What follows belongs to an exercise in optimizing a design on an open flow for a short achievable clock period and few clock cycles; a production flow would make more cautious choices.
Only simulation tests tie the RTL to the original design; equivalence was not proved.
Power is estimated from default activity; no workload was simulated.

### flow/config.mk
export PLATFORM = sky130hd
export DESIGN_NAME = puf_result_uploader
export DESIGN_NICKNAME = puf_result_uploader
export VERILOG_FILES = /design/flow/design.v
export SDC_FILE = /design/flow/constraint.sdc
export NUM_CORES = 4
export LEC_CHECK = 0
export CAP_MARGIN = 20
export CORE_MARGIN = 2
export CORE_UTILIZATION = 40
export SLEW_MARGIN = 20
export SYNTH_MEMORY_MAX_BITS = 8192
### flow/constraint.sdc
create_clock -name core_clock -period 6.0 [get_ports {clk_1}]
set_input_delay 1.2000 -clock core_clock [delete_from_list [all_inputs] [get_ports {clk_1}]]
set_output_delay 1.2000 -clock core_clock [all_outputs]
set_load 0.01 [all_outputs]
### flow/design.v
module puf_result_uploader #(
  parameter int         ADDR_WIDTH = 13,
  parameter int         DEPTH      = 512,
  parameter logic [7:0] HDR_BYTE   = 8'hA5
) (
  input  logic                  clk_1,
  input  logic                  rst,
  input  logic                  mem_we,
  input  logic [ADDR_WIDTH-1:0] mem_waddr,
  input  logic [7:0]            mem_din,
  input  logic                  test_done,
  input  logic                  rd_start,
  output logic                  out_valid,
  input  logic                  out_ready,
  output logic [7:0]            out_data,
  output logic                  out_last,
  output logic                  armed,
  output logic                  overflow
);
  localparam int                    AW      = $clog2(DEPTH);
  localparam logic [ADDR_WIDTH-1:0] DEPTH_A = ADDR_WIDTH'(DEPTH);
  typedef enum logic [2:0] {
    CAPTURE, ARMED, HDR, LEN_H, LEN_L, PAYLOAD, CSUM, FINISH
  } state_t;
  state_t        state, state_nxt;
  logic [7:0]    mem [DEPTH];
  logic [AW-1:0] max_addr, max_nxt;
  logic          seen, seen_nxt;
  logic [15:0]   len, len_nxt;
  logic [15:0]   rd_cnt;
  logic [7:0]    rd_data;
  logic          rd_fresh;
  logic          in_range, wr_ok, accept, last_pay;
  logic [7:0]    csum;
  assign in_range = (mem_waddr < DEPTH_A);
  assign wr_ok    = (state == CAPTURE) && mem_we && in_range;
  assign accept   = out_valid && out_ready;
  assign last_pay = (rd_cnt == len - 16'd1);
  always_comb begin
    max_nxt  = max_addr;
    seen_nxt = seen;
    if (wr_ok) begin
      seen_nxt = 1'b1;
      if (mem_waddr[AW-1:0] > max_addr) max_nxt = mem_waddr[AW-1:0];
    end
    len_nxt = seen_nxt ? (16'(max_nxt) + 16'd1) : 16'd0;
  end
  always_ff @(posedge clk_1) begin
    if (wr_ok) mem[mem_waddr[AW-1:0]] <= mem_din;
    rd_data <= mem[rd_cnt[AW-1:0]];
  end
  always_ff @(posedge clk_1) begin
    if (rst) state <= CAPTURE;
    else     state <= state_nxt;
  end
  always_comb begin
    state_nxt = state;
    case (state)
      CAPTURE: if (test_done) state_nxt = ARMED;
      ARMED:   if (rd_start) state_nxt = HDR;
      HDR:     if (accept) state_nxt = LEN_H;
      LEN_H:   if (accept) state_nxt = LEN_L;
      LEN_L:   if (accept) state_nxt = (len == 16'd0) ? CSUM : PAYLOAD;
      PAYLOAD: if (accept && last_pay) state_nxt = CSUM;
      CSUM:    if (accept) state_nxt = FINISH;
      FINISH:  if (!test_done) state_nxt = CAPTURE;
      default: state_nxt = CAPTURE;
    endcase
  end
  always_comb begin
    out_valid = 1'b0;
    out_data  = 8'h00;
    out_last  = 1'b0;
    armed     = 1'b0;
    case (state)
      ARMED: armed = 1'b1;
      HDR: begin
        out_valid = 1'b1;
        out_data  = HDR_BYTE;
      end
      LEN_H: begin
        out_valid = 1'b1;
        out_data  = len[15:8];
      end
      LEN_L: begin
        out_valid = 1'b1;
        out_data  = len[7:0];
      end
      PAYLOAD: begin
        out_valid = rd_fresh;
        out_data  = rd_data;
      end
      CSUM: begin
        out_valid = 1'b1;
        out_data  = csum;
        out_last  = 1'b1;
      end
      default: ;
    endcase
  end
  always_ff @(posedge clk_1) begin
    if (rst) begin
      max_addr <= '0;
      seen     <= 1'b0;
      overflow <= 1'b0;
      len      <= 16'd0;
      rd_cnt   <= 16'd0;
      rd_fresh <= 1'b0;
      csum     <= 8'h00;
    end else begin
      rd_fresh <= 1'b1;
      case (state)
        CAPTURE: begin
          max_addr <= max_nxt;
          seen     <= seen_nxt;
          if (mem_we && !in_range) overflow <= 1'b1;
          if (test_done) begin
            len <= len_nxt;
            csum <= len_nxt[15:8] + len_nxt[7:0];
          end
        end
        ARMED: rd_cnt <= 16'd0;
        PAYLOAD: begin
          if (accept) begin
            csum <= csum + rd_data;
            if (!last_pay) begin
              rd_cnt   <= rd_cnt + 16'd1;
              rd_fresh <= 1'b0;
            end
          end
        end
        FINISH: begin
          if (!test_done) begin
            max_addr <= '0;
            seen     <= 1'b0;
            overflow <= 1'b0;
          end
        end
        default: ;
      endcase
    end
  end
endmodule
### flow/run.sh
#!/bin/bash
# synth_recipe.tcl (not shown) runs the flow's synth.tcl, then flattens the netlist and writes it again
# the make line also repeats each setting of config.mk as NAME=value (left out here)
make -C /OpenROAD-flow-scripts/flow DESIGN_CONFIG=/design/flow/config.mk WORK_HOME=/design/flow/orfs CLKGATE_MAP_FILE= SYNTH_SCRIPT=/design/flow/synth_recipe.tcl finish
==> notes.md <==
-- report_power, final --
part / total (mW) / internal [mW] / switching, mW
Combinational: 2.49 / 0.980 / 1.51
Sequential: 32.0 / 31.9 / 0.0870
Clock: 26.4 / 15.3 / 11.1
Total: 60.8 / 48.1 / 12.7
-- final cells by class --
type | instances | area, sq um
clock inverters | 271 | 3020
inverters | 34 | 135
repair buffers | 315 | 3420
well taps | 5405 | 6760
diodes | 19 | 47.5
fillers | 33100 | 219000
flip-flops and latches | 4153 | 124000
clock buffers | 489 | 10700
multi-input cells | 2791 | 35700
-- worst reg2reg max path, stage by stage (launching register included) --
cell,delay (ns)
sky130_fd_sc_hd__dfxtp_1,0.63
sky130_fd_sc_hd__nor3_2,0.49
sky130_fd_sc_hd__and3_1,0.29
sky130_fd_sc_hd__nand2_1,0.17
sky130_fd_sc_hd__a21oi_1,0.44
sky130_fd_sc_hd__nand2_1,0.19
sky130_fd_sc_hd__nand2_1,0.14
sky130_fd_sc_hd__ha_1,0.35
sky130_fd_sc_hd__o21ai_0,0.18
sky130_fd_sc_hd__xnor2_1,0.17
sky130_fd_sc_hd__nor2_1,0.11
sky130_fd_sc_hd__ha_1,0.21
sky130_fd_sc_hd__inv_1,0.07
sky130_fd_sc_hd__fa_1,0.42
sky130_fd_sc_hd__a211oi_1,0.24
sky130_fd_sc_hd__mux2_2,0.37
sky130_fd_sc_hd__a21oi_1,0.12
-- worst min path at each step --
stage | from | end | slack, ns
floorplan | max_addr[7] | max_addr[7] | 0.45
global placement | max_addr[7] | max_addr[7] | 0.46
detailed placement | csum[1] | csum[1] | 0.47
CTS | csum[1] | csum[1] | 0.48
global route | csum[1] | csum[1] | 0.50
finish | csum[1] | csum[1] | 0.48
-- routing by layer --
metal	global-route usage	vias to the layer above	wire, um
met4	0.0681	6	14800
met2	0.336	4220	210000
met5	0	-	33
met1	0.305	43400	180000
met3	0.0478	697	43000
li1	-	31800	-
-- kinds of logic after synthesis --
family,count (synthesis)
DFF,4153
buffers and inverters,488
AOI/OAI and AO/OA,459
xor gates and xnor gates,37
adders and majority gates,23
and+or+nand+nor,1015
muxes,1257
-- cell usage after synthesis, types with 40 or more instances --
cell type	number
sky130_fd_sc_hd__a22oi_1	88
sky130_fd_sc_hd__nor2_1	613
sky130_fd_sc_hd__o22ai_1	54
sky130_fd_sc_hd__nand2_1	153
sky130_fd_sc_hd__clkbuf_1	220
sky130_fd_sc_hd__a21oi_1	81
sky130_fd_sc_hd__nor3_1	51
sky130_fd_sc_hd__edfxtp_1	4096
sky130_fd_sc_hd__mux2i_1	74
sky130_fd_sc_hd__mux4_2	1174
sky130_fd_sc_hd__dfxtp_1	57
sky130_fd_sc_hd__buf_4	47
sky130_fd_sc_hd__buf_6	52
sky130_fd_sc_hd__a221oi_1	40
sky130_fd_sc_hd__a22o_1	49
sky130_fd_sc_hd__nand3_1	60
sky130_fd_sc_hd__buf_1	40
sky130_fd_sc_hd__buf_2	87
-- state kept, by name, summed over array words and instances, names as in the netlist --
register	cells
max_addr	9
rd_data	8
len	10
rd_cnt	16
seen	1
state	3
overflow	1
csum	8
mem	4096
rd_fresh	1
-- cells in the final DEF, fill, tap and decap left out, types with 10 or more instances in the layout --
cell and count:
sky130_fd_sc_hd__xnor2_1 25, sky130_fd_sc_hd__clkinvlp_4 26, sky130_fd_sc_hd__buf_4 204, sky130_fd_sc_hd__nand3_1 60, sky130_fd_sc_hd__ha_1 21, sky130_fd_sc_hd__nor4_1 13, sky130_fd_sc_hd__clkbuf_1 70, sky130_fd_sc_hd__o22ai_1 54
sky130_fd_sc_hd__clkinv_2 83, sky130_fd_sc_hd__a211oi_1 27, sky130_fd_sc_hd__a22o_1 49, sky130_fd_sc_hd__nor2b_1 13, sky130_fd_sc_hd__dfxtp_1 50, sky130_fd_sc_hd__nand2_4 16, sky130_fd_sc_hd__mux4_2 1174, sky130_fd_sc_hd__edfxtp_1 4096
sky130_fd_sc_hd__o21ai_1 10, sky130_fd_sc_hd__a21oi_1 81, sky130_fd_sc_hd__a221oi_1 40, sky130_fd_sc_hd__diode_2 19, sky130_fd_sc_hd__o21ai_0 31, sky130_fd_sc_hd__nor3_1 50, sky130_fd_sc_hd__xor2_1 12, sky130_fd_sc_hd__mux2i_1 74
sky130_fd_sc_hd__inv_1 29, sky130_fd_sc_hd__a31oi_1 11, sky130_fd_sc_hd__a22oi_1 88, sky130_fd_sc_hd__and2_1 17, sky130_fd_sc_hd__or3_1 14, sky130_fd_sc_hd__clkdlybuf4s50_1 30, sky130_fd_sc_hd__nand4_1 21, sky130_fd_sc_hd__clkinv_1 79
sky130_fd_sc_hd__clkbuf_16 416, sky130_fd_sc_hd__buf_12 72, sky130_fd_sc_hd__nor2_1 606, sky130_fd_sc_hd__nand2_1 136, sky130_fd_sc_hd__bufinv_16 58
-- metrics by stage --
step,cell area (sq um),instances
after global placement,170000,12700
after global routing,184000,13500
after CTS,184000,13500
final,184000,13500
after floorplan,162000,7432
after detailed placement,170000,12700
==> reports/results.txt <==
The flow ran to the end and the layout has no timing, DRC or antenna violations. The cell type group with the largest total delay on the critical path was buffers and inverters. The clock passes through at most 4 buffers.

Clock-pin slew was measured on the worst setup and hold paths at 0.06 ns. Synthesis produced a netlist with a net count of 7482. The number of warning messages in the yosys log came out at 1.

Critical-path cell with the highest stage delay: sky130_fd_sc_hd__dfxtp_1. The run gives 0.765 as the share of the yosys chip area belonging to registers. The tools report the cell leakage power as 54.7 nW.

The startpoint type of the worst setup path was a flop. In the final design database the tool counted 7753 nets. At the worst endpoint, the arrival time is 3.62 ns. For the pin with the worst max-slew slack, the measured transition is 1.24 ns.

Along the worst path, the maximum fanout reaches 26. The H-tree level count was 5. TritonCTS created 408 clock buffers. The number of gates given a new drive strength after cts was 0; the complex-gate fraction of the synthesized area was 0.0200. The wire-length estimate of the detail-placed layout is 275 mm.

The run gives 0 as the final-report hold violation count. The most frequent cell on the critical path is sky130_fd_sc_hd__inv_1. Across the run, the number of max-cap violations was 0.

The core occupancy in the finished layout came out at 0.456. The run gives 447 mm as the overall routed net length. The critical path ends at armed. A synthesized cell averages 21.8 sq um.

The top cell type's share of synthesized area is 0.758, and the minimum setup slack after placement is 0.438 ns. The floorplan step set the die width to 641 um. Clock latency on the worst-skew pair, taken at its later pin, is 0.98 ns. In this run the standard cell core region covers 403000 sq um. The tree is rooted in a sky130_fd_sc_hd__clkbuf_16.

The worst relative slew slack came out at 0.176. The tools report the required time of the critical path as 4.80 ns. Measured in cells, the most critical reg-to-reg path has a length of 16. The buffers plus inverters on the worst setup path works out to 3. The endpoint identified for the worst register-to-register timing path is csum[4]. The fraction of layout instances using a drive strength above 1 was 0.266; the number of buffers inserted by hold repair at cts was 0. The floorplan has 233 rows. The count of vias placed by the detailed router is 80100, and the largest vdd supply drop is 0.279 mV. The tools report the post-synthesis cell area as 162000 sq um.

The run gives 0.216 as the global routing usage summed across all routing layers. The critical path starts at state[0]. The final critical-path share of the clock period is 0.803. Across all setup checks in the final design, the least slack found is 1.18 ns.

The via-per-instance ratio is 5.95. The tools report the fmax as 207 MHz. Entering global routing, the biggest net connects 197 pins. In this run the remaining antenna-violating nets after routing total 0.

Start-to-end type of the worst setup path: flop to output pin. In the post-synthesis netlist, the biggest area contributors are sky130_fd_sc_hd__edfxtp_1 (76%), sky130_fd_sc_hd__mux4_2 (16%), sky130_fd_sc_hd__nor2_1 (1.4%). The number of antenna violations at the first check in global routing came out at 23. TritonCTS built the clock tree. The first global-routing pass estimated 629 mm of wire.

The cell count after synthesis was 7432. Critical path capture point type: an output pin. For the number of top-level pins, the log shows 39. The synthesized-area fraction occupied by xor and xnor cells was 0.00200; the total number of clock tree sinks was 4153. The worst hold margin is 0.479 ns, and the adder and majority gate portion of the synthesized area is 0.00187. The worst hold path belongs to the class flop to flop.

After synthesis, the netlist uses 76 different library cells. The worst stage delay on the critical path is 0.97 ns, and the floorplan die area is 411000 sq um. The congestion estimate from routability-driven global placement came to 0.893.

The initial core utilization is 0.402, and the remaining design rule violation count is 0. The completed layout was analyzed and its total power is 60.8 mW. The post-synthesis simple-gate area fraction is 0.0268. The critical path goes through inv_1 > nor2_1 > nand2_1 > inv_1 > clkdlybuf4s50_1. Clock skew on the completed layout was measured at 0.0440 ns. The top flip-flop cell by instance count after synthesis was sky130_fd_sc_hd__edfxtp_1. The max-slew violation count is 0, and the mux share of post-synthesis cell area is 0.168. The layout overhead on the synthesized area was 13.4%.

The number of enable flip-flop cells after synthesis was 4096. The share of async-settable or async-resettable flops after synthesis came out at 0. Setup repair after global routing left no endpoint under its margin. The vertical die dimension was 641 um; the total setup violations reported at the end of the flow was 0.

The number of stages on the worst setup path is 5, and the first-iteration detailed-routing DRC count is 10900. By area, the combinational part of the netlist is dominated by multiplexers. After layout, the minimum clock period comes to 4.82 ns.

For the final routed database, the setup TNS stands at 0 ns. The flip-flop and latch count after synthesis was 4153; the cell area power density was 331 nW/um^2. Buffers placed on the I/O ports in this run total 38.

The largest area contributor in the netlist is sky130_fd_sc_hd__edfxtp_1. Global routing finished with a remaining overflow of 0. The reg-to-reg startpoint was state[0]. The number of setup buffers added after CTS is 0. The hold-critical path depth came out at 2. In the final routed layout, each cell accounts on average for 33.2 um. The first-pass iteration count of the detailed router was 5; the number of global-route vias before repair was 80200. The setup slack of the worst register-to-register path came out at 1.36 ns.
Testbench counts, summed over its fixed seeds: cycles 53,157.

[what the ideal ports hide]
The flow's constraints put no driver on any port. The routed layout listed below was extracted and timed again, unchanged, in two steps.
Step 1: set_driving_cell puts a clkbuf_16 on clk_1 and a buf_2 on each other input, an assumption about the parent block.
Step 2 adds t to the input delays and takes it off the output delays; t is the mean of the earliest and latest rising clock arrival at the registers after step 1. Input paths then give back, and output paths get back, about the clock's delay inside the block.
Three values: ideal ports, drivers, drivers and shift; two values: the first two.
t (ns): 1.066
slack for setup (ns): 1.180 / 1.060 / 0.263
hold WS [ns]: 0.479 / 0.479 / 0.479
After both steps this run still meets setup and hold. The setup slack of this run moves by -0.120 ns with the drivers and by -0.917 ns with both steps.
